Context: an optimization exercise on an open-source flow, tuned for small area, a short achievable clock period and few clock cycles per item. The choices shown serve that exercise and are no tape-out recipe. RTL that was checked went through simulation tests only; none was proved equivalent to the original.

==> run a <==
==> flow/design.v <==
module ccu_muldiv_seq (
    input  logic        clk,
    input  logic        rst,
    input  logic        start,
    input  logic [7:0]  alu_mode,
    input  logic [31:0] src1,
    input  logic [31:0] src2,
    input  logic        flush,
    output logic        stall,
    output logic        done,
    output logic [31:0] result,
    output logic        ccu_ans_mux_sel,
    output logic [1:0]  state_dbg
);
    localparam logic [1:0] S_IDLE = 2'd0, S_MUL = 2'd1, S_DIV = 2'd2, S_DONE = 2'd3;
    localparam logic [2:0] P_PREP = 3'd0,   
                           P_INIT = 3'd1,   
                           P_STEP = 3'd2,   
                           P_CORR = 3'd3,   
                           P_FIX  = 3'd4;   
    function automatic logic [31:0] smear(input logic [31:0] x);
        for (int i = 31; i >= 0; i--)
            smear[i] = (i == 31) ? x[31] : (x[i] | smear[i + 1]);
    endfunction
    function automatic logic [5:0] tlen(input logic [31:0] t);
        logic [32:0] te;
        tlen = 6'd0;
        te = {1'b0, t};
        for (int i = 0; i < 32; i++)
            if (te[i] & ~te[i + 1]) tlen = 6'(i + 1);
    endfunction
    function automatic logic [8:0] pairs(input logic [31:0] s);
        pairs[0] = 1'b1;
        for (int k = 1; k < 9; k++)
            pairs[k] = s[4 * k - 1];
    endfunction
    function automatic logic [2:0] booth(input logic [2:0] w);
        booth = {w[1] ^ w[0],
                 (w[2] & ~w[1] & ~w[0]) | (~w[2] & w[1] & w[0]),
                 w[2]};
    endfunction
    logic [1:0]  state;
    logic        idle_r, busy_r;    
    logic [2:0]  ph;
    logic [5:0]  ptr;        
    logic [31:0] M;          
    logic [31:0] D;          
    logic [31:0] R;          
    logic        rs;         
    logic [31:0] H;          
    logic [4:0]  hc;         
    logic [5:0]  w1_r, w2_r;
    logic [1:0]  op_r;
    logic        n1_r, msign, dsign, sel_r, negres;
    logic        c_one, c_two, c_neg, c_xr, c_xh, c_xz, dbit;
    logic        h_one, h_two, h_neg;
    logic [2:0]  op;
    logic        is_md, accept, s1, s2, n1, n2, dz, swap, early;
    logic [31:0] S1, S2, S1n;
    logic [8:0]  T1, T2, Tm, L;
    logic [36:0] f1, f2;
    logic [4:0]  wf1, wf2;
    logic [3:0]  kbin;
    logic [5:0]  bc1, bc2, bcf;
    assign op     = alu_mode[2:0];
    assign is_md  = (alu_mode[7:4] == 4'h4);
    assign accept = idle_r & start & is_md & ~flush;
    assign s1     = op[2] ? ~op[0] : (op[1:0] != 2'b11);
    assign s2     = op[2] ? ~op[0] : ~op[1];
    assign n1     = s1 & src1[31];
    assign n2     = s2 & src2[31];
    assign dz     = (src2 == 32'd0);
    assign S1     = smear(src1 ^ {32{n1}});
    assign S2     = smear(src2 ^ {32{n2}});
    assign T1     = pairs(S1);
    assign T2     = pairs(S2);
    assign Tm     = T1 & T2;
    assign L      = Tm & ~{1'b0, Tm[8:1]};
    assign swap   = |(T1 & ~T2);
    assign f1     = {{4{n1}}, src1, 1'b0};
    assign f2     = {{4{n2}}, src2, 1'b0};
    always_comb begin
        wf1  = 5'd0;
        wf2  = 5'd0;
        kbin = 4'd0;
        for (int k = 0; k < 9; k++) begin
            wf1  = wf1 | ({5{L[k]}} & f1[4 * k +: 5]);
            wf2  = wf2 | ({5{L[k]}} & f2[4 * k +: 5]);
            kbin = kbin | ({4{L[k]}} & 4'(k));
        end
    end
    assign bc1    = {booth(wf1[4:2]), booth(wf1[2:0])};
    assign bc2    = {booth(wf2[4:2]), booth(wf2[2:0])};
    assign bcf    = swap ? bc2 : bc1;
    assign S1n    = n1 ? {S1[30:0], 1'b1} : S1;
    assign early  = dz | (|(S2 & ~S1n));
    logic        is_div, last, ge, dneg, fixr;
    logic [5:0]  pn;
    logic [6:0]  i0, ip1;
    logic [31:0] hsum;
    logic [36:0] mx, dext, mag, hmag, ya, yh, xa, sum;
    logic [4:0]  win;
    assign is_div = state[1];
    assign dneg   = dsign & D[31];
    assign last   = (ptr == 6'd0);
    assign pn     = ptr - 6'd1;
    assign mx     = {{4{msign & M[31]}}, M, 1'b0};
    assign win    = mx[{pn[3:0], 2'b00} +: 5];
    assign dext   = {{5{dneg}}, D};
    assign i0     = {1'b0, w1_r} + {6'd0, n1_r} - {1'b0, w2_r};
    assign ip1    = i0 + 7'd1;
    assign mag  = c_one ? dext
                : c_two ? {dext[35:0], 1'b0}
                : {5'd0, ({32{c_xr}} & R) | ({32{c_xh}} & H)};
    assign hmag = h_one ? dext
                : h_two ? {dext[35:0], 1'b0}
                : 37'd0;
    assign ya  = mag ^ {37{c_neg}};
    assign yh  = {hmag[34:0] ^ {35{h_neg}}, {2{h_neg & is_div}}};
    assign xa  = c_xz ? 37'd0
               : is_div ? {{3{rs}}, R, dbit, 1'b0}
               : {5'd0, R[27:0], 1'b0, h_neg, 2'b00};
    assign sum = xa + ya + yh + {36'd0, c_neg | (h_neg & is_div)};
    assign ge  = ~sum[36];
    assign hsum = H + {{27{hc[4]}}, hc};
    assign fixr = op_r[1] & ~ge;
    always_ff @(posedge clk or posedge rst) begin
        if (rst) begin
            state <= S_IDLE;
        end else begin
            case (state)
                S_IDLE: if (accept) state <= !op[2] ? S_MUL : (early ? S_DONE : S_DIV);
                S_MUL: begin
                    if (flush)
                        state <= S_IDLE;
                    else if (ph == P_FIX || (last && !negres))
                        state <= S_DONE;
                end
                S_DIV: begin
                    if (flush)
                        state <= S_IDLE;
                    else if (ph == P_FIX || (ph == P_CORR && !negres) ||
                             (ph == P_STEP && last && !fixr && !negres))
                        state <= S_DONE;
                end
                default: state <= S_IDLE;
            endcase
        end
    end
    logic [1:0] state_n;
    always_comb begin
        state_n = state;
        case (state)
            S_IDLE: if (accept) state_n = !op[2] ? S_MUL : (early ? S_DONE : S_DIV);
            S_MUL: begin
                if (flush)
                    state_n = S_IDLE;
                else if (ph == P_FIX || (last && !negres))
                    state_n = S_DONE;
            end
            S_DIV: begin
                if (flush)
                    state_n = S_IDLE;
                else if (ph == P_FIX || (ph == P_CORR && !negres) ||
                         (ph == P_STEP && last && !fixr && !negres))
                    state_n = S_DONE;
            end
            default: state_n = S_IDLE;
        endcase
    end
    always_ff @(posedge clk or posedge rst) begin
        if (rst) begin
            idle_r <= 1'b1;
            busy_r <= 1'b0;
        end else begin
            idle_r <= (state_n == S_IDLE);
            busy_r <= (state_n == S_MUL) | (state_n == S_DIV);
        end
    end
    always_ff @(posedge clk) begin
        ptr  <= pn;
        dbit <= M[pn[4:0]] & ~pn[5];
        hc   <= (state == S_MUL) ? sum[36:32] : 5'd0;
        rs   <= 1'b0;
        R    <= sum[31:0];
        H    <= {hsum[27:0], R[31:28]};
        {h_one, h_two, h_neg, c_one, c_two, c_neg} <= {booth(win[4:2]), booth(win[2:0])};
        {c_xr, c_xh, c_xz} <= 3'b000;
        case (state)
            S_IDLE: begin
                ptr <= {2'b00, kbin};
                R   <= op[2] ? src1 : 32'd0;
                H   <= {32{op[2] & dz}};
                if (op[2]) begin
                    {h_one, h_two, h_neg, c_one, c_two, c_neg} <= {5'b00000, n1};
                    {c_xr, c_xh, c_xz} <= 3'b101;
                end else begin
                    {h_one, h_two, h_neg, c_one, c_two, c_neg} <= bcf;
                end
            end
            S_MUL: if (ph == P_FIX) H <= hsum;
            S_DIV: begin
                {h_one, h_two, h_neg, c_one, c_two, c_neg} <= {5'b00001, ge ^ dneg};
                H <= {H[30:0], ge};
                case (ph)
                    P_PREP: H <= 32'd0;
                    P_INIT: begin
                        R    <= M >> ip1[5:0];
                        H    <= 32'd0;
                        ptr  <= i0[5:0];
                        dbit <= M[i0[4:0]] & ~i0[5];
                        c_neg <= ~dneg;
                    end
                    P_STEP: begin
                        {rs, R} <= sum[33:1];
                        if (last) begin
                            if (fixr) begin
                                {h_one, h_two, h_neg, c_one, c_two, c_neg} <= {2'b10, dneg, 3'b000};
                            end else begin
                                {h_one, h_two, h_neg, c_one, c_two, c_neg} <= 6'b000001;
                                {c_xr, c_xh, c_xz} <= {op_r[1], ~op_r[1], 1'b1};
                            end
                        end
                    end
                    P_CORR: begin
                        R <= sum[33:2];
                        {h_one, h_two, h_neg, c_one, c_two, c_neg} <= 6'b000001;
                        {c_xr, c_xh, c_xz} <= 3'b101;
                    end
                    default: ;
                endcase
            end
            default: ;
        endcase
    end
    always_ff @(posedge clk) begin
        case (state)
            S_IDLE: begin
                M      <= (!op[2] && swap) ? src2 : src1;
                D      <= (!op[2] && swap) ? src1 : src2;
                msign  <= swap ? s2 : s1;
                dsign  <= swap ? s1 : s2;
                op_r   <= op[1:0];
                w1_r   <= tlen(S1);
                w2_r   <= tlen(S2);
                n1_r   <= n1;
                ph     <= op[2] ? (n1 ? P_PREP : P_INIT) : P_STEP;
                negres <= op[2] ? (op[1] ? n1 : (n1 ^ n2)) : (op[1:0] != 2'b00);
                sel_r  <= op[2] ? op[1] : (op[1:0] == 2'b00);
            end
            S_MUL: if (last) ph <= P_FIX;
            S_DIV: begin
                case (ph)
                    P_PREP: begin
                        M  <= sum[31:0];
                        ph <= P_INIT;
                    end
                    P_INIT: ph <= P_STEP;
                    P_STEP: if (last) ph <= fixr ? P_CORR : P_FIX;
                    P_CORR: ph <= P_FIX;
                    default: sel_r <= 1'b1;
                endcase
            end
            default: ;
        endcase
    end
    assign result          = sel_r ? R : H;
    assign stall           = accept | busy_r;
    assign done            = (state == S_DONE);
    assign ccu_ans_mux_sel = done;
    assign state_dbg       = state;
endmodule
==> flow/flow/run.sh <==
#!/bin/bash
set -euo pipefail
bash standard.sh "BUFFER_PORTS_ARGS=-buffer_cell sky130_fd_sc_hd__buf_4" SETUP_SLACK_MARGIN=5.5 finish > standard_flow.log 2>&1
==> flow/standard.sh <==
#!/bin/bash
# synth_recipe.tcl (not shown) runs the flow's synth.tcl, then flattens the netlist and writes it again
# the make line also repeats each setting of config.mk as NAME=value (left out here)
make -C /OpenROAD-flow-scripts/flow DESIGN_CONFIG=/design/flow/config.mk WORK_HOME=/design/flow/orfs CLKGATE_MAP_FILE= SYNTH_SCRIPT=/design/flow/synth_recipe.tcl "${@:-finish}"
==> flow/config.mk <==
export PLATFORM = sky130hd
export DESIGN_NAME = ccu_muldiv_seq
export DESIGN_NICKNAME = ccu_muldiv_seq
export VERILOG_FILES = /design/flow/design.v
export SDC_FILE = /design/flow/constraint.sdc
export NUM_CORES = 4
export LEC_CHECK = 0
export CAP_MARGIN = 20
export CORE_MARGIN = 2
export CORE_UTILIZATION = 40
export SLEW_MARGIN = 20
==> flow/constraint.sdc <==
create_clock -name core_clock -period 10.5 [get_ports {clk}]
set_input_delay 2.1000 -clock core_clock [delete_from_list [all_inputs] [get_ports {clk}]]
set_output_delay 2.1000 -clock core_clock [all_outputs]
set_load 0.01 [all_outputs]
==> inputs of run b, as changes to run a <==
==> flow/design.v, changed modules only <==
module ccu_muldiv_seq (
    input  logic        clk,
    input  logic        rst,
    input  logic        start,
    input  logic [7:0]  alu_mode,
    input  logic [31:0] src1,
    input  logic [31:0] src2,
    input  logic        flush,
    output logic        stall,
    output logic        done,
    output logic [31:0] result,
    output logic        ccu_ans_mux_sel,
    output logic [1:0]  state_dbg
);
    localparam logic [1:0] S_IDLE = 2'd0, S_MUL = 2'd1, S_DIV = 2'd2, S_DONE = 2'd3;
    localparam logic [1:0] P_PREP = 2'd0, P_INIT = 2'd1, P_STEP = 2'd2, P_FIX = 2'd3;
    function automatic logic [31:0] smear(input logic [31:0] x);
        for (int i = 31; i >= 0; i--)
            smear[i] = (i == 31) ? x[31] : (x[i] | smear[i + 1]);
    endfunction
    function automatic logic [5:0] tlen(input logic [31:0] t);
        logic [32:0] te;
        tlen = 6'd0;
        te = {1'b0, t};
        for (int i = 0; i < 32; i++)
            if (te[i] & ~te[i + 1]) tlen = 6'(i + 1);
    endfunction
    function automatic logic [8:0] pairs(input logic [31:0] s);
        pairs[0] = 1'b1;
        for (int k = 1; k < 9; k++)
            pairs[k] = s[4 * k - 1];
    endfunction
    function automatic logic [2:0] booth(input logic [2:0] w);
        booth = {w[1] ^ w[0],
                 (w[2] & ~w[1] & ~w[0]) | (~w[2] & w[1] & w[0]),
                 w[2]};
    endfunction
    logic [1:0]  state, ph;
    logic [5:0]  ptr;        
    logic [31:0] M;          
    logic [31:0] D;          
    logic [31:0] R;          
    logic [31:0] H;          
    logic [4:0]  hc;         
    logic [5:0]  w1_r, w2_r;
    logic [1:0]  op_r;
    logic        n1_r, n2_r, msign, dsign, sel_r, negres;
    logic        c_one, c_two, c_neg, c_x, c_xz, dbit;
    logic        h_one, h_two, h_neg;
    logic [2:0]  op;
    logic        is_md, accept, s1, s2, n1, n2, dz, swap, early;
    logic [31:0] S1, S2, S1n;
    logic [8:0]  T1, T2, Tm, L;
    logic [36:0] f1, f2;
    logic [4:0]  wf1, wf2;
    logic [3:0]  kbin;
    logic [5:0]  bc1, bc2, bcf;
    assign op     = alu_mode[2:0];
    assign is_md  = (alu_mode[7:4] == 4'h4);
    assign accept = (state == S_IDLE) & start & is_md & ~flush;
    assign s1     = op[2] ? ~op[0] : (op[1:0] != 2'b11);
    assign s2     = op[2] ? ~op[0] : ~op[1];
    assign n1     = s1 & src1[31];
    assign n2     = s2 & src2[31];
    assign dz     = (src2 == 32'd0);
    assign S1     = smear(src1 ^ {32{n1}});
    assign S2     = smear(src2 ^ {32{n2}});
    assign T1     = pairs(S1);
    assign T2     = pairs(S2);
    assign Tm     = T1 & T2;
    assign L      = Tm & ~{1'b0, Tm[8:1]};
    assign swap   = |(T1 & ~T2);
    assign f1     = {{4{n1}}, src1, 1'b0};
    assign f2     = {{4{n2}}, src2, 1'b0};
    always_comb begin
        wf1  = 5'd0;
        wf2  = 5'd0;
        kbin = 4'd0;
        for (int k = 0; k < 9; k++) begin
            wf1  = wf1 | ({5{L[k]}} & f1[4 * k +: 5]);
            wf2  = wf2 | ({5{L[k]}} & f2[4 * k +: 5]);
            kbin = kbin | ({4{L[k]}} & 4'(k));
        end
    end
    assign bc1    = {booth(wf1[4:2]), booth(wf1[2:0])};
    assign bc2    = {booth(wf2[4:2]), booth(wf2[2:0])};
    assign bcf    = swap ? bc2 : bc1;
    assign S1n    = n1 ? {S1[30:0], 1'b1} : S1;
    assign early  = dz | (|(S2 & ~S1n));
    logic        is_div, last, ge, dneg;
    logic [5:0]  pn;
    logic [6:0]  ip1;
    logic [31:0] xres, hsum;
    logic [36:0] mx, dext, mag, hmag, ya, yh, xa, sum;
    logic [4:0]  win;
    assign is_div = state[1];
    assign dneg   = dsign & D[31];
    assign last   = (ptr == 6'd0);
    assign pn     = ptr - 6'd1;
    assign mx     = {{4{msign & M[31]}}, M, 1'b0};
    assign win    = mx[{pn[3:0], 2'b00} +: 5];
    assign dext   = {{5{dneg}}, D};
    assign xres   = sel_r ? R : H;
    assign ip1    = {1'b0, w1_r} + {6'd0, n1_r} - {1'b0, w2_r} + 7'd1;
    assign mag  = c_one ? dext
                : c_two ? {dext[35:0], 1'b0}
                : c_x   ? {5'd0, xres}
                : 37'd0;
    assign hmag = h_one ? dext
                : h_two ? {dext[35:0], 1'b0}
                : 37'd0;
    assign ya  = mag ^ {37{c_neg}};
    assign yh  = {hmag[34:0] ^ {35{h_neg}}, 2'b00};
    assign xa  = c_xz ? 37'd0
               : is_div ? {3'd0, R, dbit, 1'b0}
               : {5'd0, R[27:0], 1'b0, h_neg, 2'b00};
    assign sum = xa + ya + yh + {36'd0, c_neg};
    assign ge  = ~sum[36];
    assign hsum = H + {{27{hc[4]}}, hc};
    always_ff @(posedge clk or posedge rst) begin
        if (rst) begin
            state <= S_IDLE;
        end else begin
            case (state)
                S_IDLE: if (accept) state <= !op[2] ? S_MUL : (early ? S_DONE : S_DIV);
                S_MUL: begin
                    if (flush)
                        state <= S_IDLE;
                    else if (ph == P_FIX || (last && !negres))
                        state <= S_DONE;
                end
                S_DIV: begin
                    if (flush)
                        state <= S_IDLE;
                    else if (ph == P_FIX || (ph == P_STEP && last && !negres))
                        state <= S_DONE;
                end
                default: state <= S_IDLE;
            endcase
        end
    end
    always_ff @(posedge clk) begin
        ptr  <= pn;
        dbit <= M[pn[4:0]] & ~pn[5];
        hc   <= (state == S_MUL) ? sum[36:32] : 5'd0;
        R     <= sum[31:0];
        H     <= {hsum[27:0], R[31:28]};
        {h_one, h_two, h_neg, c_one, c_two, c_neg} <= {booth(win[4:2]), booth(win[2:0])};
        c_x   <= 1'b0;
        c_xz  <= 1'b0;
        case (state)
            S_IDLE: begin
                ptr <= {2'b00, kbin};
                R   <= op[2] ? src1 : 32'd0;
                H   <= {32{op[2] & dz}};
                if (op[2])
                    {h_one, h_two, h_neg, c_one, c_two, c_neg} <= {5'b00000, n1};
                else
                    {h_one, h_two, h_neg, c_one, c_two, c_neg} <= bcf;
                c_x  <= op[2];
                c_xz <= op[2];
            end
            S_MUL: if (ph == P_FIX) H <= hsum;
            S_DIV: begin
                {h_one, h_two, h_neg, c_one, c_two, c_neg} <= {5'b00001, ~dneg};
                H <= {H[30:0], ge};
                case (ph)
                    P_PREP: begin
                        ptr   <= ip1[5:0];
                        c_neg <= ~n2_r;
                        H     <= 32'd0;
                    end
                    P_INIT: begin
                        R <= M >> ptr;
                        H <= 32'd0;
                    end
                    P_STEP: begin
                        R <= ge ? sum[32:1] : {R[30:0], dbit};
                        if (last) begin
                            {h_one, h_two, h_neg, c_one, c_two, c_neg} <= 6'b000001;
                            c_x  <= 1'b1;
                            c_xz <= 1'b1;
                        end
                    end
                    default: ;
                endcase
            end
            default: ;
        endcase
    end
    always_ff @(posedge clk) begin
        case (state)
            S_IDLE: begin
                M      <= (!op[2] && swap) ? src2 : src1;
                D      <= (!op[2] && swap) ? src1 : src2;
                msign  <= swap ? s2 : s1;
                dsign  <= swap ? s1 : s2;
                op_r   <= op[1:0];
                w1_r   <= tlen(S1);
                w2_r   <= tlen(S2);
                n1_r   <= n1;
                n2_r   <= n2;
                ph     <= op[2] ? P_PREP : P_STEP;
                negres <= (op[1:0] != 2'b00);
                sel_r  <= op[2] ? (op[1] | ~early) : (op[1:0] == 2'b00);
            end
            S_MUL: if (last) ph <= P_FIX;
            S_DIV: begin
                case (ph)
                    P_PREP: begin
                        M      <= sum[31:0];
                        msign  <= 1'b0;
                        sel_r  <= op_r[1];
                        negres <= op_r[1] ? n1_r : (n1_r ^ n2_r);
                        ph     <= P_INIT;
                    end
                    P_INIT: ph <= P_STEP;
                    P_STEP: if (last) ph <= P_FIX;
                    default: sel_r <= 1'b1;
                endcase
            end
            default: ;
        endcase
    end
    assign result          = xres;
    assign stall           = accept | (state == S_MUL) | (state == S_DIV);
    assign done            = (state == S_DONE);
    assign ccu_ans_mux_sel = done;
    assign state_dbg       = state;
endmodule
==> flow/run.sh (new file) <==
#!/bin/bash
# synth_recipe.tcl (not shown) runs the flow's synth.tcl, then flattens the netlist and writes it again
# the make line also repeats each setting of config.mk as NAME=value (left out here)
make -C /OpenROAD-flow-scripts/flow DESIGN_CONFIG=/design/flow/config.mk WORK_HOME=/design/flow/orfs CLKGATE_MAP_FILE= SYNTH_SCRIPT=/design/flow/synth_recipe.tcl finish
Settings changed: ABC_AREA from default to 1, SETUP_SLACK_MARGIN from default to 5.
removed: flow/flow/run.sh
removed: flow/standard.sh
==> inputs of run c, as changes to run a <==
--- a/flow/design.v
+++ b/flow/design.v
@@ -42,3 +42,2 @@
     logic [1:0]  state;
-    logic        idle_r, busy_r;    
     logic [2:0]  ph;
@@ -66,3 +65,3 @@
     assign is_md  = (alu_mode[7:4] == 4'h4);
-    assign accept = idle_r & start & is_md & ~flush;
+    assign accept = (state == S_IDLE) & start & is_md & ~flush;
     assign s1     = op[2] ? ~op[0] : (op[1:0] != 2'b11);
@@ -124,3 +123,8 @@
     assign ge  = ~sum[36];
-    assign hsum = H + {{27{hc[4]}}, hc};
+    logic [6:0]  hlo;
+    logic [26:0] hup, hdn;
+    assign hlo  = {2'b00, H[4:0]} + {{2{hc[4]}}, hc};
+    assign hup  = H[31:5] + 27'd1;
+    assign hdn  = H[31:5] - 27'd1;
+    assign hsum = {hlo[6] ? hdn : (hlo[5] ? hup : H[31:5]), hlo[4:0]};
     assign fixr = op_r[1] & ~ge;
@@ -135,3 +139,3 @@
                         state <= S_IDLE;
-                    else if (ph == P_FIX || (last && !negres))
+                    else if (last)
                         state <= S_DONE;
@@ -147,32 +151,2 @@
             endcase
-        end
-    end
-    logic [1:0] state_n;
-    always_comb begin
-        state_n = state;
-        case (state)
-            S_IDLE: if (accept) state_n = !op[2] ? S_MUL : (early ? S_DONE : S_DIV);
-            S_MUL: begin
-                if (flush)
-                    state_n = S_IDLE;
-                else if (ph == P_FIX || (last && !negres))
-                    state_n = S_DONE;
-            end
-            S_DIV: begin
-                if (flush)
-                    state_n = S_IDLE;
-                else if (ph == P_FIX || (ph == P_CORR && !negres) ||
-                         (ph == P_STEP && last && !fixr && !negres))
-                    state_n = S_DONE;
-            end
-            default: state_n = S_IDLE;
-        endcase
-    end
-    always_ff @(posedge clk or posedge rst) begin
-        if (rst) begin
-            idle_r <= 1'b1;
-            busy_r <= 1'b0;
-        end else begin
-            idle_r <= (state_n == S_IDLE);
-            busy_r <= (state_n == S_MUL) | (state_n == S_DIV);
         end
@@ -200,3 +174,2 @@
             end
-            S_MUL: if (ph == P_FIX) H <= hsum;
             S_DIV: begin
@@ -247,6 +220,5 @@
                 ph     <= op[2] ? (n1 ? P_PREP : P_INIT) : P_STEP;
-                negres <= op[2] ? (op[1] ? n1 : (n1 ^ n2)) : (op[1:0] != 2'b00);
+                negres <= op[2] & (op[1] ? n1 : (n1 ^ n2));
                 sel_r  <= op[2] ? op[1] : (op[1:0] == 2'b00);
             end
-            S_MUL: if (last) ph <= P_FIX;
             S_DIV: begin
@@ -266,4 +238,4 @@
     end
-    assign result          = sel_r ? R : H;
-    assign stall           = accept | busy_r;
+    assign result          = sel_r ? R : hsum;
+    assign stall           = accept | (state == S_MUL) | (state == S_DIV);
     assign done            = (state == S_DONE);
==> flow/flow/run.sh (replaced) <==
#!/bin/bash
set -euo pipefail
bash standard.sh "BUFFER_PORTS_ARGS=-buffer_cell sky130_fd_sc_hd__buf_4" SETUP_SLACK_MARGIN=5.2 finish > standard_flow.log 2>&1
Settings changed: CORE_UTILIZATION 40 to 50.
==> run summary <==
Run c ran to the end with no violations. Run b ran to the end with violations: capacitance limit, slew limit. Run a ran to the end with no violations.
Final cell count, lowest first: run c, run a, run b.
Of run b and run c, run c has the higher flip-flop and latch count (gap 3).
Non-clock buffer count: run b > run a > run c.
Clock-buffer cell count, lowest first: run c, run a, run b.
Hold slack: run a < run b < run c.
==> figures <==
quantity	run c	run a	run b
Status	timing/DRC/antenna clean	timing/DRC/antenna clean	complete, but fails checks
Layout check failures	-	-	capacitance limit, slew limit
Iteration-0 DRC count of the detailed router	3321	3044	2752
Share of async-settable or async-resettable flops after synthesis	0.0116	0.0229	0.0118
Origin of the worst setup path	H[2]$_DFF_P_	alu_mode[2]	src2[27]
Num rows	73	84	80
Clock tree sinks	173	175	170
Starting Density	0.509	0.407	0.406
Min-Delay Path Depth	2	1	2
Worst-skew pair later-pin latency	500 ps	510 ps	500 ps
Share of the synthesized netlist area taken by xor and xnor gates	0.0695	0.0619	0.0744
Main synth FF type	sky130_fd_sc_hd__dfxtp_1	sky130_fd_sc_hd__dfxtp_1	sky130_fd_sc_hd__edfxtp_1
Number of distinct standard cells referenced by the synthesized netlist	93	91	61
Hold path start	H[0]$_DFF_P_	op_r[1]$_DFFE_PP_	H[2]$_DFF_P_
Testbench counts of run b, summed over its fixed seeds: cycles 21,296, items 3,200.
Function not checked in run a and run c: the RTL went through the layout flow alone.

==> what the ideal ports hide <==
How much do the figures lean on ideal ports? The routed layouts below were timed once more, with nothing changed but the port constraints.
Step 1, drivers: a clkbuf_16 drives clk and a buf_2 each remaining input, both assumed.
Step 2 moves the port delays by t, midway between the first and last clock arrival at a register: inputs arrive t later, outputs are due t later. That takes back most of the time a late clock gives input paths.
Three values: no drivers, after step 1, after step 2; two values: the first two.
| run | t (ns) | setup slack, ns | hold slack, ns |
|---|---|---|---|
| run a | 0.563 | 5.361 / 5.355 / 4.792 | 0.543 / 0.543 / 0.543 |
| run b | 0.545 | 4.661 / 4.677 / 4.132 | 0.547 / 0.547 / 0.547 |
| run c | 0.553 | 5.033 / 4.976 / 4.754 | 0.548 / 0.548 / 0.548 |
For run a, which loses most, drivers alone change the setup slack by -0.006 ns; drivers and shift together by -0.569 ns.
